Source: an optimization exercise on an open RTL-to-GDS flow (aim: small area and few clock cycles per item). Production flows keep margins and buffers that such runs may drop.
Function was checked by simulation only, so behaviour that the tests miss may differ from the original.

==> design/flow/config.mk <==
export PLATFORM = sky130hd
export DESIGN_NAME = modular_exponentiation
export DESIGN_NICKNAME = modular_exponentiation
export VERILOG_FILES = /design/flow/design.v
export SDC_FILE = /design/flow/constraint.sdc
export NUM_CORES = 4
export LEC_CHECK = 0
export ABC_AREA = 1
export CAP_MARGIN = 20
export CORE_MARGIN = 2
export CORE_UTILIZATION = 40
export SLEW_MARGIN = 20
==> design/flow/constraint.sdc <==
create_clock -name core_clock -period 8.0 [get_ports {clk}]
set_input_delay 1.6000 -clock core_clock [delete_from_list [all_inputs] [get_ports {clk}]]
set_output_delay 1.6000 -clock core_clock [all_outputs]
set_load 0.01 [all_outputs]
==> design/flow/design.v <==
`default_nettype none
package mexp_pkg;
  localparam int FIELD_BITS = 64;
  localparam int CFG_INDEX_BITS = 8;
  localparam int ACC_BITS = 67;
  localparam int OP_BITS = 66;
  localparam int STEPS = 3;
  localparam int PASS_CYCLES = OP_BITS / STEPS;
  localparam int CYC_BITS = $clog2(PASS_CYCLES);
  typedef logic [FIELD_BITS-1:0] field_t;
  typedef logic [CFG_INDEX_BITS-1:0] cfg_index_t;
  typedef logic [ACC_BITS-1:0] acc_t;
  typedef logic [OP_BITS-1:0] op_t;
  localparam cfg_index_t REG_MODULUS = cfg_index_t'(0);
  localparam cfg_index_t REG_POWER = cfg_index_t'(1);
  typedef enum logic [2:0] {
    ST_IDLE,
    ST_PREP,
    ST_MUL,
    ST_CPA,
    ST_FIX,
    ST_SPARE,
    ST_ACPA,
    ST_DONE
  } state_t;
endpackage
`default_nettype wire
`default_nettype none
package mexp_arith;
  localparam int AW = 67;    
  function automatic logic est_ge(input logic [8:0] sh, input logic [8:0] ch,
                                  input logic [8:0] kt, input logic [8:0] dh);
    logic [8:0] u1;
    logic [8:0] v1;
    logic [8:0] u;
    logic [8:0] v;
    logic [7:0] g;
    logic [7:0] p;
    logic [7:0] g1;
    logic [7:0] p1;
    logic [7:0] g2;
    logic [7:0] p2;
    logic [7:0] g3;
    u1 = sh ^ ch ^ kt;
    v1 = {((sh[7:0] & ch[7:0]) | (sh[7:0] & kt[7:0]) | (ch[7:0] & kt[7:0])), 1'b0};
    u = u1 ^ v1 ^ dh;
    v = {((u1[7:0] & v1[7:0]) | (u1[7:0] & dh[7:0]) | (v1[7:0] & dh[7:0])), 1'b0};
    g = u[7:0] & v[7:0];
    p = u[7:0] ^ v[7:0];
    g1 = g;
    p1 = p;
    for (int i = 1; i < 8; i++) begin
      g1[i] = g[i] | (p[i] & g[i-1]);
      p1[i] = p[i] & p[i-1];
    end
    g2 = g1;
    p2 = p1;
    for (int i = 2; i < 8; i++) begin
      g2[i] = g1[i] | (p1[i] & g1[i-2]);
      p2[i] = p1[i] & p1[i-2];
    end
    g3 = g2;
    for (int i = 4; i < 8; i++) begin
      g3[i] = g2[i] | (p2[i] & g2[i-4]);
    end
    est_ge = !(u[8] ^ v[8] ^ g3[7]);
  endfunction
  function automatic logic [2*AW+3:0] mexp_step(
      input logic [AW-1:0] s_in, input logic [AW-1:0] c_in, input logic xpos,
      input logic xneg, input logic qz, input logic [AW-1:0] y, input logic [63:0] n,
      input logic [3:0] ge_in, input logic [35:0] kn);
    logic [AW-1:0] a;
    logic [AW-1:0] b;
    logic [AW-1:0] c;
    logic [AW-1:0] s1;
    logic [AW-1:0] c1;
    logic [AW-1:0] m1;
    logic [AW-1:0] m2;
    logic [AW-1:0] d;
    logic [AW-1:0] c1i;
    logic [AW-1:0] nn;
    logic [AW-1:0] n2;
    logic [AW-1:0] s_out;
    logic [AW-1:0] c_out;
    logic [3:0] ge_out;
    logic qp1;
    logic qp2;
    logic qn1;
    logic qn2;
    qp2 = ge_in[0] & !qz;
    qp1 = ge_in[1] & !ge_in[0] & !qz;
    qn1 = !ge_in[2] & ge_in[3] & !qz;
    qn2 = !ge_in[3] & !qz;
    a = {s_in[AW-2:0], xneg};
    b = {c_in[AW-2:0], 1'b0};
    c = ({AW{xpos}} & y) | ({AW{xneg}} & ~y);
    s1 = a ^ b ^ c;
    m1 = (a & b) | (a & c) | (b & c);
    c1 = {m1[AW-2:0], 1'b0};
    nn = {3'b000, n};
    n2 = {2'b00, n, 1'b0};
    d = ({AW{qp1}} & ~nn) | ({AW{qp2}} & ~n2) | ({AW{qn1}} & nn) | ({AW{qn2}} & n2);
    c1i = {c1[AW-1:1], qp1 | qp2};
    s_out = s1 ^ c1i ^ d;
    m2 = (s1 & c1i) | (s1 & d) | (c1i & d);
    c_out = {m2[AW-2:0], 1'b0};
    for (int i = 0; i < 4; i++) begin
      ge_out[i] = est_ge(s1[AW-1:AW-9], c1i[AW-1:AW-9], kn[9*i +: 9], d[AW-1:AW-9]);
    end
    mexp_step = {ge_out, c_out, s_out};
  endfunction
  function automatic logic [AW-1:0] mexp_add(input logic [AW-1:0] a, input logic [AW-1:0] b,
                                             input logic cin);
    logic [AW-1:0] p;
    logic [AW-1:0] g;
    logic [AW-1:0] gg;
    logic [AW-1:0] pp;
    p = a ^ b;
    g = a & b;
    g[0] = g[0] | (p[0] & cin);
    gg = g;
    pp = p;
    for (int d = 1; d < AW; d = d * 2) begin
      for (int i = 2 * d - 1; i < AW; i = i + 2 * d) begin
        gg[i] = gg[i] | (pp[i] & gg[i-d]);
        pp[i] = pp[i] & pp[i-d];
      end
    end
    for (int d = 32; d >= 1; d = d / 2) begin
      for (int i = 3 * d - 1; i < AW; i = i + 2 * d) begin
        gg[i] = gg[i] | (pp[i] & gg[i-d]);
      end
    end
    mexp_add = p ^ {gg[AW-2:0], cin};
  endfunction
endpackage
`default_nettype wire
`default_nettype none
module modular_exponentiation (
  input  logic                  clk,
  input  logic                  rst,
  input  logic                  cfg_valid,
  output logic                  cfg_ready,
  input  mexp_pkg::cfg_index_t  cfg_index,
  input  mexp_pkg::field_t      cfg_data,
  input  logic                  operand_valid,
  output logic                  operand_ready,
  input  mexp_pkg::field_t      operand_base_value,
  output logic                  result_valid,
  input  logic                  result_ready,
  output mexp_pkg::field_t      result_residue
);
  localparam int K = mexp_pkg::STEPS;
  localparam int AW = mexp_pkg::ACC_BITS;
  localparam int PW = mexp_pkg::OP_BITS;
  localparam int D = mexp_pkg::PASS_CYCLES;
  localparam int CB = mexp_pkg::CYC_BITS;
  mexp_pkg::state_t state;
  logic [63:0]     modulus;
  logic [63:0]     power;
  mexp_pkg::op_t   p_reg;
  mexp_pkg::op_t   b_op;        
  mexp_pkg::acc_t  s_reg;
  mexp_pkg::acc_t  c_reg;
  logic [K-1:0]    xd;
  logic [CB-1:0]   cyc;
  logic [5:0]      idx;
  logic [5:0]      sh;
  logic            first;
  logic            ysel_b;      
  logic            base_pass;
  logic            fsub;
  logic [35:0]     kz;          
  logic [35:0]     ky;          
  logic [3:0]      ge_reg;      
  logic            x0p;         
  logic            x0n;         
  logic            starting;    
  logic            quick;       
  logic            finishing;   
  logic            mod_small;
  logic            ebit;
  logic            cin;
  mexp_pkg::acc_t  sum;
  mexp_pkg::acc_t  y_ext;
  logic [3:0]      t1;
  logic [5:0]      t3;
  logic [4:0]      ntop;
  logic [CB-1:0]   cyc_nxt;
  logic [63:0]     mod_half;
  logic            go_mul;      
  logic [8:0]      yh_next;
  logic            x_nxt;       
  mexp_pkg::op_t   x_src;
  mexp_pkg::acc_t  s_ch [K+1];
  mexp_pkg::acc_t  c_ch [K+1];
  logic [3:0]      ge_ch [K+1];
  assign cfg_ready = 1'b1;
  assign quick = mod_small || (power == '0);
  assign starting = operand_valid &&
                    ((state == mexp_pkg::ST_IDLE) || ((state == mexp_pkg::ST_DONE) && result_ready));
  assign finishing = (state == mexp_pkg::ST_FIX) && !p_reg[PW-1] && (sh == '0);
  assign operand_ready = finishing ||
                         (quick && ((state == mexp_pkg::ST_IDLE) ||
                                    ((state == mexp_pkg::ST_DONE) && result_ready)));
  assign b_op = {2'b00, operand_base_value};
  assign mod_small = (modulus[63:1] == '0);
  assign ebit = power[idx];
  assign y_ext = {p_reg[PW-1], p_reg};
  assign x_src = ysel_b ? b_op : p_reg;
  assign cyc_nxt = cyc + CB'(1);
  assign mod_half = {1'b0, modulus[63:1]};
  assign go_mul = !base_pass && !ysel_b && ebit;
  assign ntop = {1'b1, modulus[62:59]};
  assign t1 = ntop[4:1];
  assign t3 = {1'b0, ntop} + {2'b00, ntop[4:1]};
  assign cin = (state == mexp_pkg::ST_ACPA) && fsub;
  assign sum = mexp_arith::mexp_add(s_reg, c_reg, cin);
  assign yh_next = {sum[PW-1], sum[PW-1], sum[PW-1:PW-7]};
  assign x_nxt = x_src[PW - 1 - K * cyc_nxt];
  assign s_ch[0] = s_reg;
  assign c_ch[0] = c_reg;
  assign ge_ch[0] = ge_reg;
  for (genvar g = 0; g < K; g++) begin : g_step
    logic xn;
    if (g < K - 1) begin : g_xn
      assign xn = xd[K-2-g];
    end else begin : g_xl
      assign xn = x_nxt;
    end
    assign {ge_ch[g+1], c_ch[g+1], s_ch[g+1]} = mexp_arith::mexp_step(
        s_ch[g], c_ch[g], (g == 0) ? x0p : xd[K-1-g], (g == 0) ? x0n : 1'b0,
        (g == 0) ? first : 1'b0, y_ext, modulus, ge_ch[g], xn ? ky : kz);
  end
  always_ff @(posedge clk) begin
    if (rst) begin
      modulus <= 64'd1;
      power <= '0;
    end else if (cfg_valid && cfg_ready) begin
      if (cfg_index == mexp_pkg::REG_MODULUS) begin
        modulus <= cfg_data;
      end else if (cfg_index == mexp_pkg::REG_POWER) begin
        power <= cfg_data;
      end
    end else if (state == mexp_pkg::ST_PREP && !modulus[63]) begin
      modulus <= modulus << 1;
    end else if (state == mexp_pkg::ST_FIX && !p_reg[PW-1] && sh != '0) begin
      modulus <= mod_half;
    end
  end
  always_ff @(posedge clk) begin
    if (state == mexp_pkg::ST_MUL) begin
      s_reg <= s_ch[K];
      c_reg <= c_ch[K];
    end else if (state == mexp_pkg::ST_FIX) begin
      s_reg <= {p_reg[PW-1], p_reg};
      if (p_reg[PW-1]) begin
        c_reg <= {3'b000, modulus};           
      end else begin
        c_reg <= ~{3'b000, mod_half};         
      end
    end else begin
      s_reg <= '0;
      c_reg <= '0;
    end
  end
  always_ff @(posedge clk) begin
    ge_reg <= ge_ch[K];
  end
  always_ff @(posedge clk) begin
    if (rst) begin
      state <= mexp_pkg::ST_IDLE;
    end else begin
      unique case (state)
        mexp_pkg::ST_IDLE, mexp_pkg::ST_DONE: begin
          if (starting) begin
            state <= quick ? mexp_pkg::ST_DONE : mexp_pkg::ST_PREP;
          end else if (state == mexp_pkg::ST_DONE && result_ready) begin
            state <= mexp_pkg::ST_IDLE;
          end
        end
        mexp_pkg::ST_PREP: begin
          if (modulus[63] && ebit) begin
            state <= mexp_pkg::ST_MUL;
          end
        end
        mexp_pkg::ST_MUL: begin
          if (cyc == CB'(D - 1)) begin
            state <= mexp_pkg::ST_CPA;
          end
        end
        mexp_pkg::ST_CPA: begin
          if (!go_mul && idx == '0) begin
            state <= mexp_pkg::ST_FIX;
          end else begin
            state <= mexp_pkg::ST_MUL;
          end
        end
        mexp_pkg::ST_FIX: begin
          if (p_reg[PW-1] || sh != '0) begin
            state <= mexp_pkg::ST_ACPA;
          end else begin
            state <= mexp_pkg::ST_DONE;
          end
        end
        mexp_pkg::ST_ACPA: state <= mexp_pkg::ST_FIX;
        default: state <= mexp_pkg::ST_IDLE;
      endcase
    end
  end
  always_ff @(posedge clk) begin
    unique case (state)
      mexp_pkg::ST_IDLE, mexp_pkg::ST_DONE: begin
        if (starting) begin
          idx <= 6'd63;
          sh <= '0;
          p_reg <= mod_small ? '0 : mexp_pkg::op_t'(1);
        end
      end
      mexp_pkg::ST_PREP: begin
        if (!modulus[63]) begin
          sh <= sh + 6'd1;
        end
        if (!ebit) begin
          idx <= idx - 6'd1;
        end
        kz <= {{3'b000, t3}, {5'b00000, t1}, 9'd0 - {5'b00000, t1}, 9'd0 - {3'b000, t3}};
        ky <= {{3'b000, t3}, {5'b00000, t1}, 9'd0 - {5'b00000, t1}, 9'd0 - {3'b000, t3}};
        first <= 1'b1;
        ysel_b <= 1'b1;
        base_pass <= 1'b1;
        cyc <= '0;
        xd <= b_op[PW-1 -: K];
        x0p <= 1'b0;
        x0n <= b_op[PW-1];
      end
      mexp_pkg::ST_MUL: begin
        first <= 1'b0;
        cyc <= cyc_nxt;
        if (cyc != CB'(D - 1)) begin
          xd <= x_src[PW - 1 - K * cyc_nxt -: K];
        end
        x0p <= x_nxt;
        x0n <= 1'b0;
      end
      mexp_pkg::ST_CPA: begin
        p_reg <= sum[PW-1:0];
        base_pass <= 1'b0;
        first <= 1'b1;
        cyc <= '0;
        xd <= go_mul ? b_op[PW-1 -: K] : sum[PW-1 -: K];
        x0p <= 1'b0;
        x0n <= go_mul ? b_op[PW-1] : sum[PW-1];
        for (int i = 0; i < 4; i++) begin
          ky[9*i +: 9] <= kz[9*i +: 9] + yh_next;
        end
        if (go_mul) begin
          ysel_b <= 1'b1;             
        end else begin
          ysel_b <= 1'b0;             
          if (idx != '0) begin
            idx <= idx - 6'd1;
          end
        end
      end
      mexp_pkg::ST_FIX: begin
        if (p_reg[PW-1]) begin
          fsub <= 1'b0;               
        end else begin
          fsub <= 1'b1;               
          if (sh != '0) begin
            sh <= sh - 6'd1;
          end
        end
      end
      mexp_pkg::ST_ACPA: begin
        if (!fsub || !sum[AW-1]) begin
          p_reg <= sum[PW-1:0];
        end
      end
      default: begin
      end
    endcase
  end
  assign result_valid = (state == mexp_pkg::ST_DONE);
  assign result_residue = p_reg[63:0];
endmodule
`default_nettype wire
==> design/flow/flow/run.sh <==
#!/bin/bash
set -euo pipefail
export BUFFER_PORTS_ARGS="-buffer_cell sky130_fd_sc_hd__buf_1"
export CTS_ARGS="-sink_clustering_enable -repair_clock_nets -dont_use_dummy_load"
bash standard.sh finish \
  "BUFFER_PORTS_ARGS=${BUFFER_PORTS_ARGS}" \
  "CTS_ARGS=${CTS_ARGS}" > flow_run.log 2>&1
==> design/flow/standard.sh <==
#!/bin/bash
# synth_recipe.tcl (not shown) runs the flow's synth.tcl, then flattens the netlist and writes it again
# the make line also repeats each setting of config.mk as NAME=value (left out here)
make -C /OpenROAD-flow-scripts/flow DESIGN_CONFIG=/design/flow/config.mk WORK_HOME=/design/flow/orfs CLKGATE_MAP_FILE= SYNTH_SCRIPT=/design/flow/synth_recipe.tcl "${@:-finish}"
==> results of run 1 <==
## per-stage QoR
| step | utilization, % | setup WS, ns |
|---|---|---|
| final | 43.8 | 0.269 |
| after global routing | 43.8 | -0.0829 |
| after CTS | 43.3 | 0.0166 |
| after detailed placement | 42.2 | -0.228 |
| after global placement | 42.2 | -0.0129 |
| after floorplan | - | 0.0603 |
## cell type report
| type | count | area, um2 |
|---|---|---|
| Tap cell | 1500 | 1880 |
| Fill cell | 11400 | 63000 |
| Antenna cell | 2 | 5.00 |
| Sequential cell | 410 | 9620 |
| Inverter | 855 | 3220 |
| Multi-Input combinational cell | 3907 | 30600 |
| Clock buffer | 48 | 1200 |
| Timing Repair Buffer | 414 | 2470 |
## cells by family (layout without fill, tap and decap cells)
family | count (synthesis) | after routing | synth area share (%)
AND/OR/NAND/NOR | 1530 | 1530 | 14.0
AO/OA/AOI/OAI | 1472 | 1472 | 19.6
buffers and inverters | 1285 | 1317 | 11.4
adder cells (fa/ha/maj) | 773 | 773 | 31.0
flip-flops | 410 | 410 | 21.4
XOR/XNOR | 125 | 125 | 2.49
multiplexers | 5 | 5 | 0.111
other | 1 | 4 | 0.00834
## worst paths after layout
kind | depth (start not counted) | to
worst max-delay path | 41 | ge_reg[0]
worst max register to register | 41 | ge_reg[0]
worst min-delay path | 2 | power[16]
worst min register to register | 2 | power[16]
## per-layer routing
layer	GRT usage, %	vias up	routed length (um)	part of all wire, %
li1	-	18600	-	-
met1	38.9	19700	69600	43
met2	44.9	1737	74400	46
met3	4.21	278	13200	8.1
met4	9.40	2	6310	3.9
met5	0	-	14	0.0086
## critical path: cells and delay by family (launching register included)
| kind | cells | cell delay [ns] |
|---|---|---|
| buf+inv | 8 | 0.84 |
| flops | 1 | 0.42 |
| fa+ha+maj | 8 | 3.32 |
| simple gates | 13 | 1.29 |
| compound gates | 12 | 1.77 |
## what timing repair did
| item | CTS | global route |
|---|---|---|
| pin swaps | 0 | 31 |
| endpoints found under the setup margin | 17 | 123 |
| resized for setup | 3 | 88 |
| cloned | 0 | 1 |
| buffers inserted | 2 | 18 |
## cell usage in the layout (no fill, tap or decap), drive strengths merged, types with 10 or more instances in the layout
master  netlist  final
a211oi       28     28
a21o         10     10
a21oi       294    294
a221oi      122    122
a31oi        10     10
buf         113    413
clkbuf      317     49
dfxtp       269    269
edfxtp      141    141
fa          569    569
ha          204    204
inv         846    847
nand2       950    950
nand3       137    137
nand4        42     42
nor2        326    326
nor3         24     24
nor4         23     23
o211ai       77     77
o21ai       614    614
o221ai       66     66
o22ai       192    192
o311ai       12     12
or2          17     17
xnor2        66     66
xor2         59     59
==> flow_summary.yaml, run 1 <==
outcome:
  outcome: "no timing/DRC/antenna violations"
setup_path:
  end_kind: "register"
  cp_max_fo: 6
  critical_path_class: "reg2reg"
  max_stage_delay_ns: 0.58
  reg2reg_from: "x0p"
  worstPathArrival_ns: 8.23
  crit_required_ns: 8.50
  crit_path_top_delay_cell: "fa_2"
  reg2reg_slack_ns: 0.27
  critPathLaunch: "x0p"
  startpoint_type: "register"
floorplan:
  start_util_pct: 40.1
  fp.coreArea_um2: 112000
  die-area_um2: 115000
  die_w_um: 339
  io_pins: 208
  die_y_um: 339
  rows: 123
final_layout:
  final_area_um2: 49000
  layout-drive-gt1-share_pct: 7.08
  fin_nets: 6550
  syn2layout_area_growth_pct: 9.03
  final_cells: 7136
clock_network:
  clk_pin_slew_ns: 0.06
  clock-sinks: 410
  clock_latency_ns: 0.62
  cts_max_level: 2
  clock-root-buffer: "clkbuf_16"
  clock_path_buffers: 3
  cts_buffers: 48
  cts_tree: "yes"
  cts_hold_repair.buffers: 0
logic_synthesis:
  synth_area_leader_cell: "fa_1"
  synth_area_leaders: "fa_1 (25%), dfxtp_1 (12%), edfxtp_1 (9.4%), nand2_1 (7.8%), inv_1 (6.9%)"
  synth_area_um2: 45000
  synthTopCellsByCount: "nand2_1 (940), inv_1 (829), o21ai_0 (598), fa_1 (569), nor2_1 (320)"
  ys_types: 64
  yosysMostFrequentCell: "nand2_1"
  synth_seq_cells: 410
  synthArstFlopShare_pct: 0
  synthFlopType: "dfxtp_1"
  synth_top_area_share_pct: 25.3
  netlist_instances: 5601
  synth_area_per_cell_um2: 8.03
  synth_seq_area_share_pct: 21.4
  ys_warn_count: 4
  synth_enable_flop_cells: 141
placed_design:
  dpl.hpwl_mm: 129
  io_buffers: 206
  dp_cells: 7064
  gp_routability_congestion: 0.983
  placed_cell_area_um2: 47200
timing:
  max_freq_mhz: 129
  slew_headroom_pct: 19.9
  fin_crit_sh_pct: 96.6
  setup_viol: 0
  setup_tns_ns: 0
  worst_pin_slew_ns: 1.19
  hold_viol: 0
  clock_skew_ns: 0.0328
  report.final.slew_viol_count: 0
  whs_ns: 0.474
  final.min_clock_period_ns: 7.73
drt:
  dr.pass1.iters: 6
  antenna_left: 0
  vias: 40300
  drc_errors: 0
  wl_per_cell_um: 22.9
  vias_per_cell: 5.65
  drtIter0Drc: 4087
  wirelength_mm: 163
worst_hold_path:
  min_from: "power[16]"
  hp-class: "reg2reg"
grt:
  grt.overflow.total: 0
  grt_usage_pct: 28.1
  grt_max_degree: 91
  grt_pass1_wl_mm: 248
  first_global_vias: 39100
  antenna_found_initial: 6
flow_run:
  maxCapViolations: 0
Testbench counts, summed over its fixed seeds: cycles 281,300, items 128.
==> run 2, diff against run 1 <==
--- a/design/flow/design.v
+++ b/design/flow/design.v
@@ -171,6 +171,10 @@
   logic            base_pass;
   logic            fsub;
   logic [35:0]     kz;          
+  logic [5:0]      kt3;         
+  logic [3:0]      kt1;         
+  logic [3:0]      kn1;         
+  logic [5:0]      kn3;         
   logic [35:0]     ky;          
   logic [3:0]      ge_reg;      
   logic            x0p;         
@@ -214,6 +218,7 @@
   assign ntop = {1'b1, modulus[62:59]};
   assign t1 = ntop[4:1];
   assign t3 = {1'b0, ntop} + {2'b00, ntop[4:1]};
+  assign kz = {3'b000, kt3, 5'b00000, kt1, 5'b11111, kn1, 3'b111, kn3};
   assign cin = (state == mexp_pkg::ST_ACPA) && fsub;
   assign sum = mexp_arith::mexp_add(s_reg, c_reg, cin);
   assign yh_next = {sum[PW-1], sum[PW-1], sum[PW-1:PW-7]};
@@ -324,7 +329,10 @@
         if (!ebit) begin
           idx <= idx - 6'd1;
         end
-        kz <= {{3'b000, t3}, {5'b00000, t1}, 9'd0 - {5'b00000, t1}, 9'd0 - {3'b000, t3}};
+        kt3 <= t3;
+        kt1 <= t1;
+        kn1 <= 4'd0 - t1;
+        kn3 <= 6'd0 - t3;
         ky <= {{3'b000, t3}, {5'b00000, t1}, 9'd0 - {5'b00000, t1}, 9'd0 - {3'b000, t3}};
         first <= 1'b1;
         ysel_b <= 1'b1;
==> design/flow/flow/run.sh (replaced) <==
#!/bin/bash
set -euo pipefail
export BUFFER_PORTS_ARGS="-buffer_cell sky130_fd_sc_hd__buf_1"
export CTS_ARGS="-sink_clustering_enable -repair_clock_nets -dont_use_dummy_load"
export REMOVE_ABC_BUFFERS=1
bash standard.sh finish \
  "BUFFER_PORTS_ARGS=${BUFFER_PORTS_ARGS}" \
  "CTS_ARGS=${CTS_ARGS}" \
  REMOVE_ABC_BUFFERS=1 > flow_run.log 2>&1
==> run 2 against run 1 <==
Still clean. Die area is 0.36% lower. Setup slack worse by 0.022 ns. Flip-flop and latch count shrank 3. Largest cell class unchanged. Highest routed layer unchanged.
==> flow_summary.yaml, run 2 <==
grt:
  grt_max_degree: 129
  antenna_found_initial: 4
  grt_usage_pct: 27.2
  grt_pass1_wl_mm: 241
  first_global_vias: 38900
  grt.overflow.total: 0
placed_design:
  dpl.hpwl_mm: 124
  io_buffers: 206
  gp_routability_congestion: 0.962
  dp_slack_ns: -0.276
timing:
  setup_viol: 0
  hold_viol: 0
  setup_tns_ns: 0
  slew_headroom_pct: 25.5
  report.final.slew_viol_count: 0
  final.min_clock_period_ns: 7.75
  timing.final.ws_setup_ns: 0.248
  clock_skew_ns: 0.0549
  fin_crit_sh_pct: 96.9
  worst_pin_slew_ns: 1.12
  max_freq_mhz: 129
floorplan:
  fp.coreArea_um2: 111000
  io_pins: 208
  die_w_um: 339
  die-area_um2: 115000
  start_util_pct: 40.4
  rows: 122
  die_y_um: 339
setup_path:
  critPathLaunch: "x0p"
  startpoint_type: "register"
  max_stage_delay_ns: 0.66
  reg2reg_from: "x0p"
  crit_required_ns: 8.49
  timing.rr.end: "ge_reg[1]"
  r2r_cells: 49
  endpoint: "ge_reg[1]"
  crit_path_top_delay_cell: "fa_2"
  critical_path_class: "reg2reg"
  cp_max_fo: 5
  reg2reg_slack_ns: 0.25
  crit_top_cell: "nand2_1"
  worstPathArrival_ns: 8.25
  end_kind: "register"
clock_network:
  clock_path_buffers: 3
  clock_latency_ns: 0.65
  cts_buffers: 54
  clk_pin_slew_ns: 0.06
  cts_tree: "yes"
  cts_max_level: 2
  clock-root-buffer: "clkbuf_16"
  clock-sinks: 407
final_layout:
  fin_nets: 6561
  syn2layout_area_growth_pct: 9.72
  layout_commonest_cell: "nand2_1"
  fin_util_pct: 44.4
  layout-drive-gt1-share_pct: 7.67
  final_cell_mix: "nand2_1 (936), inv_1 (824), o21ai_0 (591)"
  antenna_cells: 0
logic_synthesis:
  yosysMostFrequentCell: "nand2_1"
  synth_seq_area_share_pct: 21.3
  synth_area_per_cell_um2: 8.01
  synthFlopType: "dfxtp_1"
  synthAdderAreaFrac_pct: 31.1
  synth_top_area_share_pct: 25.5
  ys_types: 64
  synth-simple-area-share_pct: 14.3
  ys_warn_count: 4
  synth_enable_flop_cells: 138
  synth_area_leader_cell: "fa_1"
  muxShareOfSynthArea_pct: 0.0251
  netlist_instances: 5595
  synth_area_leaders: "fa_1 (25%), dfxtp_1 (12%), edfxtp_1 (9.3%), nand2_1 (8.0%), inv_1 (7.0%)"
  synthTopCellsByCount: "nand2_1 (959), inv_1 (837), o21ai_0 (602), fa_1 (570), nor2_1 (310)"
  synth_seq_cells: 407
  synthXorXnorAreaFrac_pct: 2.61
  synth_area_um2: 44800
  synthArstFlopShare_pct: 0
  synth_top_family_by_area: "adder cells"
  synth_compound_area_share_pct: 19.2
drt:
  antenna_left: 0
  dr.pass1.iters: 7
  wirelength_mm: 159
  wl_per_cell_um: 22.3
  drc_errors: 0
  vias_per_cell: 5.65
  vias: 40300
  drtIter0Drc: 4124
worst_hold_path:
  hp-class: "reg2reg"
flow_run:
  maxCapViolations: 0
outcome:
  outcome: "no timing/DRC/antenna violations"
run 2: repair_timing:
item                                    4_1_cts  5_1_grt
pin swaps                                     1       48
gates resized for setup                       6      126
setup buffers                                 3       26
hold buffers                                  0        0
gates cloned                                  0        1
endpoints found under the setup margin       40      120
run 2: worst max-delay path: cells and delay by family (launching register included):
family	cells	cell delay, ns
AOI/OAI and AO/OA	5	0.65
adders and majority gates	8	3.46
buffers and inverters	13	1.41
DFF	1	0.42
and+or+nand+nor	23	1.67
run 2: cells by family after synthesis:
family | count (synthesis)
adders and majority gates | 773
AOI/OAI and AO/OA | 1447
DFF | 407
other | 1
xor gates and xnor gates | 127
and+or+nand+nor | 1555
buffers and inverters | 1284
muxes | 1
run 2: area by class of cell:
cell class	count	area [um2]
Inverter	867	3270
Clock buffer	54	1350
Multi-Input combinational cell	3904	30700
Timing Repair Buffer	412	2450
Timing Repair inverter	1	8.76
Tap cell	1488	1860
Sequential cell	407	9530
Fill cell	11200	61700
run 2: metrics by stage:
stage	hold slack (ns)	cell area (um2)	cells
after global placement	0.456	47000	7049
final	0.468	49200	7133
after detailed placement	0.462	47000	7049
after floorplan	0.441	42900	5178
after global routing	0.485	49200	7133
after CTS	0.471	48400	7106
run 2: layer usage:
layer	global-route usage, %	up-vias	part of all wire, %
met1	38.3	19800	43
met5	0	-	0.023
met4	9.00	6	3.6
met3	3.77	263	7.8
met2	43.1	1668	45
li1	-	18500	-
run 2: worst min-delay path by stage:
stage / start / endpoint / slack (ns) / cells past startpoint
after floorplan: power[46] / power[46] / 0.44 / 2
after global placement: power[32] / power[32] / 0.46 / 2
after detailed placement: power[5] / power[5] / 0.46 / 2
after CTS: power[5] / power[5] / 0.47 / 2
after global routing: power[32] / power[32] / 0.48 / 2
final: power[8] / power[8] / 0.47 / 2
Testbench counts of run 2, summed over its fixed seeds: cycles 281,300, items 128.
==> run 3, diff against run 2 <==
==> design/flow/flow/run.sh (replaced) <==
#!/bin/bash
set -euo pipefail
export BUFFER_PORTS_ARGS="-buffer_cell sky130_fd_sc_hd__buf_1"
export CTS_ARGS="-sink_clustering_enable -repair_clock_nets -dont_use_dummy_load"
bash standard.sh finish \
  "BUFFER_PORTS_ARGS=${BUFFER_PORTS_ARGS}" \
  "CTS_ARGS=${CTS_ARGS}" > flow_run.log 2>&1
--- a/design/flow/config.mk
+++ b/design/flow/config.mk
@@ -8,5 +8,5 @@
 export ABC_AREA = 1
 export CAP_MARGIN = 20
 export CORE_MARGIN = 2
-export CORE_UTILIZATION = 40
+export CORE_UTILIZATION = 60
 export SLEW_MARGIN = 20
==> run 3 against run 2 <==
Area after synthesis unchanged. Setup slack got worse by 0.11 ns. Register-to-register slack lost 0.11 ns. Core utilization increased by 21 points. Clock skew decreased by 0.0043 ns. Final cell count fell by 7.6%. Via count grew 1.2%. Non-clock buffer count decreased by 20.
==> flow_summary.yaml, run 3 <==
placed_design:
  io_buffers: 206
  gp_routability_congestion: 1.00
  dp_cells: 6513
  dpl.hpwl_mm: 121
drt:
  wl_per_cell_um: 23.6
  wirelength_mm: 156
  met1Wirelength_mm: 60.8
  routed.top_layer: "met5"
  drtIter0Drc: 4746
  antenna_left: 0
  vias_per_cell: 6.18
  wl_met2_mm: 70.5
  vias: 40800
  drc_errors: 0
  dr.pass1.iters: 9
  dr_wl_met3_mm: 14.6
setup_path:
  worstPathArrival_ns: 8.34
  crit_required_ns: 8.48
  startpoint_type: "register"
  critical_path_class: "reg2reg"
  max_stage_delay_ns: 0.58
  crit_path_top_delay_cell: "fa_1"
  crit_top_cell: "nand2_1"
  end_kind: "register"
  cp_max_fo: 6
logic_synthesis:
  synth_seq_area_share_pct: 21.3
  synth_top_area_share_pct: 25.5
  synth_seq_cells: 407
  ys_warn_count: 4
  synth_area_leaders: "fa_1 (25%), dfxtp_1 (12%), edfxtp_1 (9.3%), nand2_1 (8.0%), inv_1 (7.0%)"
  ys_types: 64
  synthFlopType: "dfxtp_1"
  synthArstFlopShare_pct: 0
  synth_area_per_cell_um2: 8.01
  netlist_instances: 5595
  synth_enable_flop_cells: 138
  synth_area_leader_cell: "fa_1"
  yosysMostFrequentCell: "nand2_1"
  synthTopCellsByCount: "nand2_1 (959), inv_1 (837), o21ai_0 (602), fa_1 (570), nor2_1 (310)"
  synth_area_um2: 44800
clock_network:
  clock_latency_ns: 0.62
  cts_buffers: 50
  clock-sinks: 407
  clock_path_buffers: 3
  cts_max_level: 2
  clk_pin_slew_ns: 0.05
  clock-root-buffer: "clkbuf_16"
  cts_tree: "yes"
final_layout:
  final_cells: 6592
  fillers: 6645
  fin_nets: 6536
  layout-drive-gt1-share_pct: 7.12
  layout_commonest_cell: "nand2_1"
  syn2layout_area_growth_pct: 7.43
  final_cell_mix: "nand2_1 (944), inv_1 (820), o21ai_0 (594)"
  seqCellArea_um2: 9530
  multiInputGateArea_um2: 30600
timing:
  hold_viol: 0
  setup_viol: 0
  rsz0062_at_grt: "true"
  max_freq_mhz: 127
  report.final.slew_viol_count: 0
  worst_pin_slew_ns: 1.07
  fin_crit_sh_pct: 98.2
  final.min_clock_period_ns: 7.86
  clock_skew_ns: 0.0506
  whs_ns: 0.470
  slew_headroom_pct: 28.6
grt:
  grt_usage_pct: 40.4
  antenna_found_initial: 2
  grt_pass1_wl_mm: 237
  grt.overflow.total: 0
  grt_max_degree: 111
  first_global_vias: 39600
floorplan:
  io_pins: 208
  die-area_um2: 76900
  die_w_um: 277
  rows: 100
  fp.coreArea_um2: 74200
  die_y_um: 277
  start_util_pct: 60.4
flow_run:
  maxCapViolations: 0
worst_hold_path:
  hp-class: "reg2reg"
outcome:
  outcome: "no timing/DRC/antenna violations"
-- run 3: cell counts after synthesis --
No cell type changed its count.
-- run 3: logic make-up (layout without fill, tap and decap cells) --
| group | after synthesis | count (layout) | synth area share [%] |
|---|---|---|---|
| muxes | 1 | 1 | 0.0251 |
| other | 1 | 4 | 0.00837 |
| AOI/OAI and AO/OA | 1447 | 1447 | 19.2 |
| adders and majority gates | 773 | 773 | 31.1 |
| xor gates and xnor gates | 127 | 127 | 2.61 |
| buffers and inverters | 1284 | 1309 | 11.4 |
| and+or+nand+nor | 1555 | 1555 | 14.3 |
| DFF | 407 | 407 | 21.3 |
-- run 3: path summary, 6_finish.rpt --
path         startpoint         to  slack [ns]  cells past startpoint
min           power[41]  power[41]        0.47                      2
max                 x0p  ge_reg[3]        0.14                     43
min reg2reg   power[41]  power[41]        0.47                      2
max reg2reg         x0p  ge_reg[3]        0.14                     43
-- run 3: final cells by class --
| class | count | area share (%) |
|---|---|---|
| multi-input cells | 3904 | 63.6 |
| flip-flops and latches | 407 | 19.8 |
| inverters | 867 | 6.78 |
| repair buffers | 392 | 4.67 |
| clock buffers | 50 | 2.60 |
| well taps | 969 | 2.52 |
| diodes | 3 | 0.0156 |
-- run 3: per-stage QoR --
stage	utilization (%)	setup TNS, ns	setup slack (ns)	area [um2]
final	64.9	0	0.140	48100
after global routing	64.9	-0.373	-0.146	48100
after CTS	64.1	0	0.00997	47500
after detailed placement	62.3	-0.718	-0.192	46300
after global placement	62.3	-0.0658	-0.0289	46300
after floorplan	-	-0.00922	-0.00922	44800
-- run 3: worst max-delay path: cells and delay by family, from the launching register on --
family	cells	cell delay, ns
fa+ha+maj	8	3.43
compound gates	9	1.35
buf+inv	9	0.87
flops	1	0.54
simple gates	17	1.52
-- run 3: what timing repair did --
item / in CTS / in global routing
resized for setup: 4 / 101
endpoints found under the hold margin: 0 / 0
hold buffers: 0 / 0
buffers inserted: 1 / 25
endpoints found under the setup margin: 4 / 124
pin swaps: 0 / 50
-- run 3: per-layer routing --
layer	GRT usage [%]	up-vias
met1	53.2	19600
met3	6.88	453
met2	64.1	2184
li1	-	18500
met4	21.3	2
met5	0.188	-
==> run 4, diff against run 3 <==
==> design/flow/flow/run.sh (replaced) <==
#!/bin/bash
set -euo pipefail
export BUFFER_PORTS_ARGS="-buffer_cell sky130_fd_sc_hd__buf_1"
export CTS_ARGS="-sink_clustering_enable -repair_clock_nets -dont_use_dummy_load -sink_clustering_size 30 -sink_clustering_max_diameter 80"
bash standard.sh finish \
  "BUFFER_PORTS_ARGS=${BUFFER_PORTS_ARGS}" \
  "CTS_ARGS=${CTS_ARGS}" > flow_run.log 2>&1
==> run 4 against run 3 <==
Highest routed layer unchanged. Core utilization shrank 0.58 points. Die area is the same. Still clean. Wire length down 0.45%. Flip-flop and latch count is the same.
==> flow_summary.yaml, run 4 <==
drt:
  wirelength_mm: 155
  dr.pass1.iters: 7
  drtIter0Drc: 4743
  vias_per_cell: 6.19
  vias: 40700
  drc_errors: 0
  antenna_left: 0
  wl_per_cell_um: 23.6
floorplan:
  start_util_pct: 60.4
  rows: 100
  fp.coreArea_um2: 74200
  die_y_um: 277
  die-area_um2: 76900
  io_pins: 208
  die_w_um: 277
logic_synthesis:
  yosysMostFrequentCell: "nand2_1"
  synthXorXnorAreaFrac_pct: 2.61
  synth_area_per_cell_um2: 8.01
  synth_compound_area_share_pct: 19.2
  synth_area_um2: 44800
  synth_seq_cells: 407
  synth_enable_flop_cells: 138
  synth-simple-area-share_pct: 14.3
  synthArstFlopShare_pct: 0
  ys_types: 64
  synth_top_area_share_pct: 25.5
  synth_area_leaders: "fa_1 (25%), dfxtp_1 (12%), edfxtp_1 (9.3%), nand2_1 (8.0%), inv_1 (7.0%)"
  synth_seq_area_share_pct: 21.3
  synthAdderAreaFrac_pct: 31.1
  synth_area_leader_cell: "fa_1"
  synth_top_family_by_area: "adder cells"
  netlist_instances: 5595
  synthTopCellsByCount: "nand2_1 (959), inv_1 (837), o21ai_0 (602), fa_1 (570), nor2_1 (310)"
  ys_warn_count: 4
  synthFlopType: "dfxtp_1"
  muxShareOfSynthArea_pct: 0.0251
final_layout:
  final_area_um2: 47700
  fin_nets: 6513
  layout_commonest_cell: "nand2_1"
  layout-drive-gt1-share_pct: 6.72
  final_cell_mix: "nand2_1 (943), inv_1 (821), o21ai_0 (594)"
  final_cells: 6568
  syn2layout_area_growth_pct: 6.47
  fin_util_pct: 64.3
setup_path:
  critical_path_class: "reg2reg"
  crit_path_top_delay_cell: "fa_1"
  end_kind: "register"
  cp_max_fo: 6
  worstPathArrival_ns: 8.25
  crit_required_ns: 8.42
  crit_top_cell: "nand2_1"
  max_stage_delay_ns: 0.66
  startpoint_type: "register"
worst_hold_path:
  hp-class: "reg2reg"
timing:
  fin_crit_sh_pct: 97.8
  timing.final.ws_setup_ns: 0.174
  setup_viol: 0
  slew_headroom_pct: 27.5
  rsz0062_at_grt: "true"
  hold_viol: 0
  clock_skew_ns: 0.0746
  max_freq_mhz: 128
  report.final.slew_viol_count: 0
  setup_tns_ns: 0
  worst_pin_slew_ns: 1.09
  final.min_clock_period_ns: 7.83
grt:
  grt_usage_pct: 40.2
  antenna_found_initial: 2
  grt.overflow.total: 0
  first_global_vias: 39400
  grt_max_degree: 111
  grt_pass1_wl_mm: 236
clock_network:
  clk_pin_slew_ns: 0.10
  cts_buffers: 34
  cts_max_level: 2
  clock-sinks: 407
  clock-root-buffer: "clkbuf_16"
  clock_path_buffers: 3
  clock_latency_ns: 0.60
  cts_hold_repair.buffers: 0
  cts_tree: "yes"
placed_design:
  dpl.hpwl_mm: 121
  placed_cell_area_um2: 46300
  dp_cells: 6513
  dp_slack_ns: -0.192
  gp_routability_congestion: 1.00
  io_buffers: 206
flow_run:
  maxCapViolations: 0
outcome:
  outcome: "no timing/DRC/antenna violations"
## run 4: cell counts after synthesis
Identical to the previous run, type by type.
## run 4: metrics by stage
stage | hold WS [ns]
2_1_floorplan | 0.439
3_3_place_gp | 0.458
3_5_place_dp | 0.462
4_1_cts | 0.472
5_1_grt | 0.496
6_report | 0.473
## run 4: layout make-up
type	instances	area, um2
fillers	6685	26500
multi-input cells	3904	30600
inverters	867	3260
clock buffers	34	851
repair buffers	385	2200
well taps	969	1210
flip-flops and latches	407	9530
diodes	2	5.00
## run 4: metal layers
metal | up-vias | routed length, um | track usage (%) | share of wire [%]
li1 | 18500 | - | - | -
met1 | 19500 | 60300 | 53.1 | 39
met2 | 2239 | 70500 | 63.9 | 46
met3 | 434 | 14800 | 7.07 | 9.6
met4 | 4 | 9320 | 20.1 | 6.0
met5 | - | 17 | 0 | 0.011
## run 4: worst max-delay path, delay by kind of cell, from the launching register on
kind,cells,cell delay [ns]
flops,1,0.56
buf+inv,9,1.03
simple gates,14,1.07
compound gates,5,0.68
fa+ha+maj,9,4.32
## run 4: what timing repair did
| item | CTS | global route |
|---|---|---|
| endpoints found under the hold margin | 0 | 0 |
| setup buffers | 1 | 21 |
| pin swaps | 0 | 51 |
| resized for setup | 4 | 101 |
| endpoints found under the setup margin | 4 | 122 |
| cloned | 0 | 0 |
## run 4: logic make-up (layout without fill, tap and decap cells)
| group | Yosys count | in the layout |
|---|---|---|
| compound gates | 1447 | 1447 |
| xor+xnor | 127 | 127 |
| fa+ha+maj | 773 | 773 |
| buf+inv | 1284 | 1286 |
| flops | 407 | 407 |
| mux | 1 | 1 |
| other cells | 1 | 3 |
| simple gates | 1555 | 1555 |
## run 4: path summary, 6_finish.rpt
check               to  depth (start not counted)       from  slack (ns)
min reg2reg  power[12]                          2  power[12]        0.47
max reg2reg  ge_reg[1]                         37        x0p        0.17
max          ge_reg[1]                         37        x0p        0.17
min          power[12]                          2  power[12]        0.47
==> run 5, diff against run 4 <==
--- a/design/flow/design.v
+++ b/design/flow/design.v
@@ -28,12 +28,7 @@
 `default_nettype none
 package mexp_arith;
   localparam int AW = 67;    
-  function automatic logic est_ge(input logic [8:0] sh, input logic [8:0] ch,
-                                  input logic [8:0] kt, input logic [8:0] dh);
-    logic [8:0] u1;
-    logic [8:0] v1;
-    logic [8:0] u;
-    logic [8:0] v;
+  function automatic logic est_sign(input logic [8:0] u, input logic [8:0] v);
     logic [7:0] g;
     logic [7:0] p;
     logic [7:0] g1;
@@ -41,10 +36,6 @@
     logic [7:0] g2;
     logic [7:0] p2;
     logic [7:0] g3;
-    u1 = sh ^ ch ^ kt;
-    v1 = {((sh[7:0] & ch[7:0]) | (sh[7:0] & kt[7:0]) | (ch[7:0] & kt[7:0])), 1'b0};
-    u = u1 ^ v1 ^ dh;
-    v = {((u1[7:0] & v1[7:0]) | (u1[7:0] & dh[7:0]) | (v1[7:0] & dh[7:0])), 1'b0};
     g = u[7:0] & v[7:0];
     p = u[7:0] ^ v[7:0];
     g1 = g;
@@ -63,51 +54,7 @@
     for (int i = 4; i < 8; i++) begin
       g3[i] = g2[i] | (p2[i] & g2[i-4]);
     end
-    est_ge = !(u[8] ^ v[8] ^ g3[7]);
-  endfunction
-  function automatic logic [2*AW+3:0] mexp_step(
-      input logic [AW-1:0] s_in, input logic [AW-1:0] c_in, input logic xpos,
-      input logic xneg, input logic qz, input logic [AW-1:0] y, input logic [63:0] n,
-      input logic [3:0] ge_in, input logic [35:0] kn);
-    logic [AW-1:0] a;
-    logic [AW-1:0] b;
-    logic [AW-1:0] c;
-    logic [AW-1:0] s1;
-    logic [AW-1:0] c1;
-    logic [AW-1:0] m1;
-    logic [AW-1:0] m2;
-    logic [AW-1:0] d;
-    logic [AW-1:0] c1i;
-    logic [AW-1:0] nn;
-    logic [AW-1:0] n2;
-    logic [AW-1:0] s_out;
-    logic [AW-1:0] c_out;
-    logic [3:0] ge_out;
-    logic qp1;
-    logic qp2;
-    logic qn1;
-    logic qn2;
-    qp2 = ge_in[0] & !qz;
-    qp1 = ge_in[1] & !ge_in[0] & !qz;
-    qn1 = !ge_in[2] & ge_in[3] & !qz;
-    qn2 = !ge_in[3] & !qz;
-    a = {s_in[AW-2:0], xneg};
-    b = {c_in[AW-2:0], 1'b0};
-    c = ({AW{xpos}} & y) | ({AW{xneg}} & ~y);
-    s1 = a ^ b ^ c;
-    m1 = (a & b) | (a & c) | (b & c);
-    c1 = {m1[AW-2:0], 1'b0};
-    nn = {3'b000, n};
-    n2 = {2'b00, n, 1'b0};
-    d = ({AW{qp1}} & ~nn) | ({AW{qp2}} & ~n2) | ({AW{qn1}} & nn) | ({AW{qn2}} & n2);
-    c1i = {c1[AW-1:1], qp1 | qp2};
-    s_out = s1 ^ c1i ^ d;
-    m2 = (s1 & c1i) | (s1 & d) | (c1i & d);
-    c_out = {m2[AW-2:0], 1'b0};
-    for (int i = 0; i < 4; i++) begin
-      ge_out[i] = est_ge(s1[AW-1:AW-9], c1i[AW-1:AW-9], kn[9*i +: 9], d[AW-1:AW-9]);
-    end
-    mexp_step = {ge_out, c_out, s_out};
+    est_sign = !(u[8] ^ v[8] ^ g3[7]);
   endfunction
   function automatic logic [AW-1:0] mexp_add(input logic [AW-1:0] a, input logic [AW-1:0] b,
                                              input logic cin);
@@ -134,6 +81,16 @@
     mexp_add = p ^ {gg[AW-2:0], cin};
   endfunction
 endpackage
+module mexp_fa (
+  input  logic a,
+  input  logic b,
+  input  logic c,
+  output logic s,
+  output logic co
+);
+  assign s = a ^ b ^ c;
+  assign co = (a & b) | (a & c) | (b & c);
+endmodule
 `default_nettype wire
 `default_nettype none
 module modular_exponentiation (
@@ -228,14 +185,58 @@
   assign ge_ch[0] = ge_reg;
   for (genvar g = 0; g < K; g++) begin : g_step
     logic xn;
+    logic [35:0] kn;
+    assign kn = xn ? ky : kz;
     if (g < K - 1) begin : g_xn
       assign xn = xd[K-2-g];
     end else begin : g_xl
       assign xn = x_nxt;
     end
-    assign {ge_ch[g+1], c_ch[g+1], s_ch[g+1]} = mexp_arith::mexp_step(
-        s_ch[g], c_ch[g], (g == 0) ? x0p : xd[K-1-g], (g == 0) ? x0n : 1'b0,
-        (g == 0) ? first : 1'b0, y_ext, modulus, ge_ch[g], xn ? ky : kz);
+    logic xpos, xneg, qz;
+    logic qp1, qp2, qn1, qn2;
+    mexp_pkg::acc_t a, b, c, s1, m1, c1, d, c1i, m2, nn, n2;
+    logic [8:0] dh;
+    assign dh = d[AW-1:AW-9];
+    assign xpos = (g == 0) ? x0p : xd[K-1-g];
+    assign xneg = (g == 0) ? x0n : 1'b0;
+    assign qz = (g == 0) ? first : 1'b0;
+    assign qp2 = ge_ch[g][0] & !qz;
+    assign qp1 = ge_ch[g][1] & !ge_ch[g][0] & !qz;
+    assign qn1 = !ge_ch[g][2] & ge_ch[g][3] & !qz;
+    assign qn2 = !ge_ch[g][3] & !qz;
+    assign a = {s_ch[g][AW-2:0], xneg};
+    assign b = {c_ch[g][AW-2:0], 1'b0};
+    assign c = ({AW{xpos}} & y_ext) | ({AW{xneg}} & ~y_ext);
+    assign nn = {3'b000, modulus};
+    assign n2 = {2'b00, modulus, 1'b0};
+    assign d = ({AW{qp1}} & ~nn) | ({AW{qp2}} & ~n2) | ({AW{qn1}} & nn) | ({AW{qn2}} & n2);
+    for (genvar i = 0; i < AW; i++) begin : g_bit
+      if (i == 0 || (i == 1 && g > 0)) begin : g_r1h
+        assign s1[i] = a[i] ^ b[i] ^ c[i];
+        assign m1[i] = (a[i] & b[i]) | (a[i] & c[i]) | (b[i] & c[i]);
+      end else begin : g_r1
+        mexp_fa u_r1 (.a(a[i]), .b(b[i]), .c(c[i]), .s(s1[i]), .co(m1[i]));
+      end
+      mexp_fa u_r2 (.a(s1[i]), .b(c1i[i]), .c(d[i]), .s(s_ch[g+1][i]), .co(m2[i]));
+    end
+    assign c1 = {m1[AW-2:0], 1'b0};
+    assign c1i = {c1[AW-1:1], qp1 | qp2};
+    assign c_ch[g+1] = {m2[AW-2:0], 1'b0};
+    for (genvar k = 0; k < 4; k++) begin : g_ge
+      logic [8:0] u1, v1, w1, u, v, w;
+      for (genvar i = 0; i < 9; i++) begin : g_eb
+        mexp_fa u_e1 (.a(s1[AW-9+i]), .b(c1i[AW-9+i]), .c(kn[9*k+i]), .s(u1[i]), .co(w1[i]));
+        if (i == 0) begin : g_e2h
+          assign u[i] = u1[i] ^ dh[i];
+          assign w[i] = u1[i] & dh[i];
+        end else begin : g_e2
+          mexp_fa u_e2 (.a(u1[i]), .b(v1[i]), .c(dh[i]), .s(u[i]), .co(w[i]));
+        end
+      end
+      assign v1 = {w1[7:0], 1'b0};
+      assign v = {w[7:0], 1'b0};
+      assign ge_ch[g+1][k] = mexp_arith::est_sign(u, v);
+    end
   end
   always_ff @(posedge clk) begin
     if (rst) begin
--- a/design/flow/config.mk
+++ b/design/flow/config.mk
@@ -8,5 +8,6 @@
 export ABC_AREA = 1
 export CAP_MARGIN = 20
 export CORE_MARGIN = 2
-export CORE_UTILIZATION = 60
+export CORE_UTILIZATION = 70
 export SLEW_MARGIN = 20
+export SYNTH_HIERARCHICAL = 1
==> run 5 against run 4 <==
Count of clock-buffer cells in the layout fell by 4. Flip-flop and latch count did not move. Critical endpoint is now ge_reg[3]. Wire length is 0.78% lower. Sequential share of layout area rose by 0.68 points. First-iteration DRC count rose by 20%. Area after synthesis down 1.9%. Die area is 16% lower. Register-to-register slack about the same. Global-route usage is 7.7 points higher. Core utilization increased by 10 points.
==> flow_summary.yaml, run 5 <==
drt:
  wirelength_mm: 154
  vias: 40500
  drc_errors: 0
  vias_per_cell: 6.62
  antenna_left: 0
  wl_per_cell_um: 25.2
  drtIter0Drc: 5686
  dr.pass1.iters: 9
worst_hold_path:
  hp-class: "reg2reg"
  min_from: "power[62]"
  whs_endpoint: "power[62]"
  min_path_cells: 2
logic_synthesis:
  ys_warn_count: 13
  synth_enable_flop_cells: 138
  netlist_instances: 5304
  synth_top_area_share_pct: 29.1
  ys_types: 61
  synth_seq_cells: 407
  synth_area_um2: 43900
  synth_area_leader_cell: "fa_1"
  synthTopCellsByCount: "nand2_1 (1079), fa_1 (639), o21ai_0 (600), inv_1 (540), a21oi_1 (342)"
  yosysMostFrequentCell: "nand2_1"
  synth_area_leaders: "fa_1 (29%), dfxtp_1 (12%), edfxtp_1 (9.4%), nand2_1 (9.2%), o21ai_0 (6.8%)"
  synthFlopType: "dfxtp_1"
  synthArstFlopShare_pct: 0
  synth_area_per_cell_um2: 8.28
  synth_seq_area_share_pct: 21.7
setup_path:
  max_stage_delay_ns: 0.60
  reg2reg_from: "x0n"
  reg2reg_slack_ns: 0.17
  end_kind: "register"
  crit_required_ns: 8.49
  worstPathArrival_ns: 8.32
  timing.rr.end: "ge_reg[3]"
  cp_max_fo: 9
  crit_path_top_delay_cell: "fa_1"
  startpoint_type: "register"
  r2r_cells: 38
  critical_path_class: "reg2reg"
grt:
  antenna_found_initial: 9
  grt_usage_pct: 47.8
  grt.overflow.total: 0
  first_global_vias: 38600
  grt_max_degree: 112
  grt_pass1_wl_mm: 231
final_layout:
  layout-drive-gt1-share_pct: 5.28
  final_cell_mix: "nand2_1 (1061), fa_1 (629), o21ai_0 (591)"
  syn2layout_area_growth_pct: 5.00
  final_area_um2: 46100
  layout_commonest_cell: "nand2_1"
  fin_nets: 6233
flow_run:
  maxCapViolations: 0
placed_design:
  io_buffers: 206
  dpl.hpwl_mm: 116
  dp_slack_ns: -0.0569
  placed_cell_area_um2: 44800
  gp_routability_congestion: 1.04
clock_network:
  clock_latency_ns: 0.68
  clock-sinks: 407
  clock-root-buffer: "clkbuf_16"
  cts_tree: "yes"
  clk_pin_slew_ns: 0.11
  cts_max_level: 1
  clock_path_buffers: 3
  cts_buffers: 30
timing:
  slew_headroom_pct: 20.0
  report.final.slew_viol_count: 0
  clock_skew_ns: 0.115
  setup_viol: 0
  worst_pin_slew_ns: 1.20
  final.min_clock_period_ns: 7.83
  fin_crit_sh_pct: 97.8
  hold_viol: 0
  max_freq_mhz: 128
  timing.final.ws_setup_ns: 0.175
floorplan:
  die_y_um: 255
  io_pins: 208
  rows: 91
  fp.coreArea_um2: 61800
  die_w_um: 255
  die-area_um2: 64800
  start_util_pct: 71.1
outcome:
  outcome: "no timing/DRC/antenna violations"
-- run 5: cell types whose count changed in the layout (fill, tap and decap cells not counted), sizes merged, moves of 45 or more --
| cell | previous run | this run |
|---|---|---|
| inv | 857 | 546 |
| o2111ai | 3 | 68 |
| fa | 570 | 639 |
| nand3 | 159 | 97 |
| o22ai | 184 | 139 |
| a221oi | 129 | 8 |
| nand2 | 970 | 1084 |
-- run 5: routing by layer --
layer / vias up / GRT usage (%) / routed length [um]
met5: - / 0 / 60
met2: 3236 / 67.9 / 63300
met3: 676 / 18.0 / 25400
met1: 18900 / 65.2 / 55900
met4: 10 / 22.0 / 9120
li1: 17600 / - / -
-- run 5: how the worst max path moves through the flow --
| stage | from | end | cells after the start |
|---|---|---|---|
| finish | x0n | ge_reg[3] | 38 |
| CTS | x0p | ge_reg[0] | 38 |
| global route | x0p | ge_reg[3] | 39 |
| detailed placement | x0p | ge_reg[0] | 33 |
| floorplan | x0n | ge_reg[0] | 40 |
| global placement | x0p | ge_reg[0] | 33 |
-- run 5: repair_timing --
action | CTS | global route
setup buffers | 3 | 28
pin swaps | 1 | 25
gates resized for setup | 6 | 66
setup endpoints to repair | 4 | 122
hold endpoints to repair | 0 | 0
hold buffers | 0 | 0
-- run 5: layout make-up --
cell class	instances	area [um2]
Timing Repair Buffer	344	1880
Antenna cell	5	12.5
Sequential cell	407	9530
Fill cell	4781	15700
Clock buffer	30	751
Inverter	554	2090
Tap cell	837	1050
Multi-Input combinational cell	3934	30800
-- run 5: cells by family (layout without fill, tap and decap cells) --
logic type / Yosys count / after routing / share of synthesized area (%)
AND/OR/NAND/NOR: 1600 / 1600 / 14.7
AO/OA/AOI/OAI: 1449 / 1449 / 19.1
buffers and inverters: 964 / 928 / 8.99
adder cells (fa/ha/maj): 821 / 821 / 34.3
flip-flops: 407 / 407 / 21.7
XOR/XNOR: 61 / 61 / 1.22
other: 2 / 8 / 0.0171
-- run 5: critical path: cells and delay by family, from the launching register on --
kind            cells  cell delay [ns]
simple gates       12             1.01
compound gates     13             2.18
fa+ha+maj           8             3.21
flops               1             0.45
buf+inv             5             0.79
-- run 5: per-module statistics from Yosys (local to each module, per instance) --
| module | cell area, um2 | copies in the design | cells inside | flops+latches |
|---|---|---|---|---|
| mexp_fa | 20.0 | 599 | 1 | 0 |
| modular_exponentiation | 31900 | 1 | 4705 | 407 |
-- run 5: through the flow --
stage                     util (%)  hold WS (ns)  setup TNS [ns]  instances
final                         74.6         0.481               0       6111
after global routing          74.6         0.502          -0.375       6106
after CTS                     73.7         0.476               0       6077
after detailed placement      72.4         0.464          -0.136       6044
after global placement        72.4         0.458        -0.00866       6044
after floorplan                  -         0.443               0       5305
Testbench counts of run 5, summed over its fixed seeds: cycles 281,300, items 128.
==> run 6, diff against run 5 <==
--- a/design/flow/config.mk
+++ b/design/flow/config.mk
@@ -8,6 +8,6 @@
 export ABC_AREA = 1
 export CAP_MARGIN = 20
 export CORE_MARGIN = 2
-export CORE_UTILIZATION = 70
+export CORE_UTILIZATION = 60
 export SLEW_MARGIN = 20
 export SYNTH_HIERARCHICAL = 1
==> run 6 against run 5 <==
Synthesized cell count stayed put. Setup slack better by 0.12 ns. Core utilization is 11 points lower. Non-clock buffer count is 28 lower. Via count is 4.0% lower. Maximum frequency is 1.5% higher. Final cell count is 1.6% higher. Register-to-register slack better by 0.12 ns. Final area hardly changed. Count of clock-buffer cells in the layout is 5 higher. Highest routed layer unchanged.
==> flow_summary.yaml, run 6 <==
clock_network:
  cts_buffers: 35
  clock_latency_ns: 0.63
  clock-sinks: 407
  clock-root-buffer: "clkbuf_16"
  cts_tree: "yes"
  cts_max_level: 2
  clk_pin_slew_ns: 0.07
  clock_path_buffers: 3
timing:
  final.min_clock_period_ns: 7.71
  setup_viol: 0
  timing.final.ws_setup_ns: 0.293
  report.final.slew_viol_count: 0
  max_freq_mhz: 130
  slew_headroom_pct: 24.2
  worst_pin_slew_ns: 1.13
  hold_viol: 0
  clock_skew_ns: 0.0950
  fin_crit_sh_pct: 96.3
  rsz0062_at_grt: "true"
drt:
  wl_per_cell_um: 24.6
  dr.pass1.iters: 6
  wirelength_mm: 153
  drtIter0Drc: 4866
  vias_per_cell: 6.25
  vias: 38800
  antenna_left: 0
  drc_errors: 0
setup_path:
  startpoint_type: "register"
  reg2reg_slack_ns: 0.29
  max_stage_delay_ns: 0.71
  worstPathArrival_ns: 8.17
  crit_top_cell: "nand2_1"
  crit_required_ns: 8.46
  crit_path_top_delay_cell: "fa_2"
  end_kind: "register"
  cp_max_fo: 7
  reg2reg_from: "x0p"
  critical_path_class: "reg2reg"
  r2r_cells: 38
  timing.rr.end: "ge_reg[0]"
logic_synthesis:
  synthArstFlopShare_pct: 0
  netlist_instances: 5304
  synth_seq_cells: 407
  synthFlopType: "dfxtp_1"
  synth_enable_flop_cells: 138
  synth_top_area_share_pct: 29.1
  ys_warn_count: 13
  ys_types: 61
  synth_area_leader_cell: "fa_1"
  yosysMostFrequentCell: "nand2_1"
  synth_seq_area_share_pct: 21.7
  synth_area_leaders: "fa_1 (29%), dfxtp_1 (12%), edfxtp_1 (9.4%), nand2_1 (9.2%), o21ai_0 (6.8%)"
  synth_area_per_cell_um2: 8.28
  synth_area_um2: 43900
  synthTopCellsByCount: "nand2_1 (1079), fa_1 (639), o21ai_0 (600), inv_1 (540), a21oi_1 (342)"
grt:
  grt_usage_pct: 40.9
  antenna_found_initial: 4
  grt_pass1_wl_mm: 232
  first_global_vias: 37200
  grt.overflow.total: 0
  grt_max_degree: 101
worst_hold_path:
  whs_endpoint: "power[50]"
  hp-class: "reg2reg"
  min_from: "power[50]"
  min_path_cells: 2
final_layout:
  layout-drive-gt1-share_pct: 4.52
  seqCellArea_um2: 9530
  syn2layout_area_growth_pct: 4.90
  final_cell_mix: "nand2_1 (1071), fa_1 (632), o21ai_0 (595)"
  fin_nets: 6210
  final_area_um2: 46100
  fillers: 6476
  multiInputGateArea_um2: 30700
  layout_commonest_cell: "nand2_1"
floorplan:
  fp.coreArea_um2: 72700
  die-area_um2: 75400
  die_w_um: 275
  start_util_pct: 60.4
  die_y_um: 275
  rows: 99
  io_pins: 208
flow_run:
  maxCapViolations: 0
outcome:
  outcome: "no timing/DRC/antenna violations"
placed_design:
  placed_cell_area_um2: 44900
  dp_slack_ns: -0.232
  gp_routability_congestion: 1.03
  io_buffers: 206
  dpl.hpwl_mm: 119
[run 6: cell counts after synthesis]
No cell type changed its count.
[run 6: kinds of logic after synthesis]
family                   share of synthesized area [%]
flip-flops                                        21.7
other                                           0.0171
adder cells (fa/ha/maj)                           34.3
buffers and inverters                             8.99
AO/OA/AOI/OAI                                     19.1
XOR/XNOR                                          1.22
AND/OR/NAND/NOR                                   14.7
[run 6: final cells by class]
cell class / instances / area share, %
multi-input cells: 3934 / 66.7
inverters: 554 / 4.53
well taps: 959 / 2.60
clock buffers: 35 / 1.90
diodes: 3 / 0.0163
repair buffers: 316 / 3.58
flip-flops and latches: 407 / 20.7
[run 6: per-stage QoR]
| stage | std cells | util [%] | hold slack, ns | TNS, ns |
|---|---|---|---|---|
| after floorplan | 5305 | - | 0.443 | 0 |
| after global routing | 6205 | 63.4 | 0.492 | -0.0395 |
| after detailed placement | 6157 | 61.7 | 0.463 | -0.875 |
| after global placement | 6157 | 61.7 | 0.459 | -0.193 |
| final | 6208 | 63.4 | 0.478 | 0 |
| after CTS | 6195 | 63.0 | 0.472 | 0 |
[run 6: per-module statistics from Yosys (local to each module, per instance)]
| module | flip-flops and latches | cell area, um2 | times used | cells |
|---|---|---|---|---|
| mexp_fa | 0 | 20.0 | 599 | 1 |
| modular_exponentiation | 407 | 31900 | 1 | 4705 |
[run 6: metal layers]
metal,global-route usage (%),wire (um),part of all wire (%),vias to the layer above
met5,0,22,0.014,-
li1,-,-,-,17500
met4,13.5,6310,4.1,4
met1,59.0,62700,41,18800
met3,9.16,17600,11,334
met2,61.2,66400,43,2204
[run 6: critical path, delay by kind of cell (launching register included)]
kind            cells  cell delay [ns]
fa+ha+maj           8             3.59
compound gates     11             1.75
simple gates       15             1.24
buf+inv             4             0.51
flops               1             0.48
[run 6: how the worst max path moves through the flow]
stage | start | end | slack [ns] | depth (start not counted)
after CTS | x0p | ge_reg[2] | 0.05 | 40
after global placement | x0n | ge_reg[3] | -0.05 | 36
after detailed placement | x0n | ge_reg[1] | -0.23 | 36
after floorplan | x0n | ge_reg[0] | 0.03 | 40
final | x0p | ge_reg[0] | 0.29 | 38
after global routing | x0p | ge_reg[0] | -0.03 | 38
[run 6: what timing repair did]
action / in CTS / in global routing
pin swaps: 1 / 12
setup endpoints to repair: 4 / 122
gates cloned: 0 / 0
setup buffers: 3 / 10
hold buffers: 0 / 0
gates resized for setup: 5 / 45

-- re-timing with driven ports --
Ports are ideal in the flow. The routed layouts listed here were re-timed in OpenROAD. Step 1 assumes that a clkbuf_16 drives the clock port and a buf_2 every other input. Step 2 also shifts input and output timing later by t, the mid clock arrival at the registers, as if the neighbouring blocks saw the same clock. Three values: ideal ports, drivers, drivers and shift; two values: the first two.
run	t (ns)	slack for setup (ns)	worst register clock-pin slew, ns
run 1	0.671	0.269 / 0.269 / 0.269	0.07 / 0.07
run 2	0.692	0.248 / 0.248 / 0.248	0.06 / 0.06
run 3	0.659	0.140 / 0.140 / 0.140	0.07 / 0.07
run 4	0.631	0.174 / 0.174 / 0.174	0.10 / 0.10
run 5	0.692	0.175 / 0.175 / 0.175	0.12 / 0.12
run 6	0.654	0.293 / 0.293 / 0.293	0.11 / 0.11
After both steps every run listed still meets setup and hold.
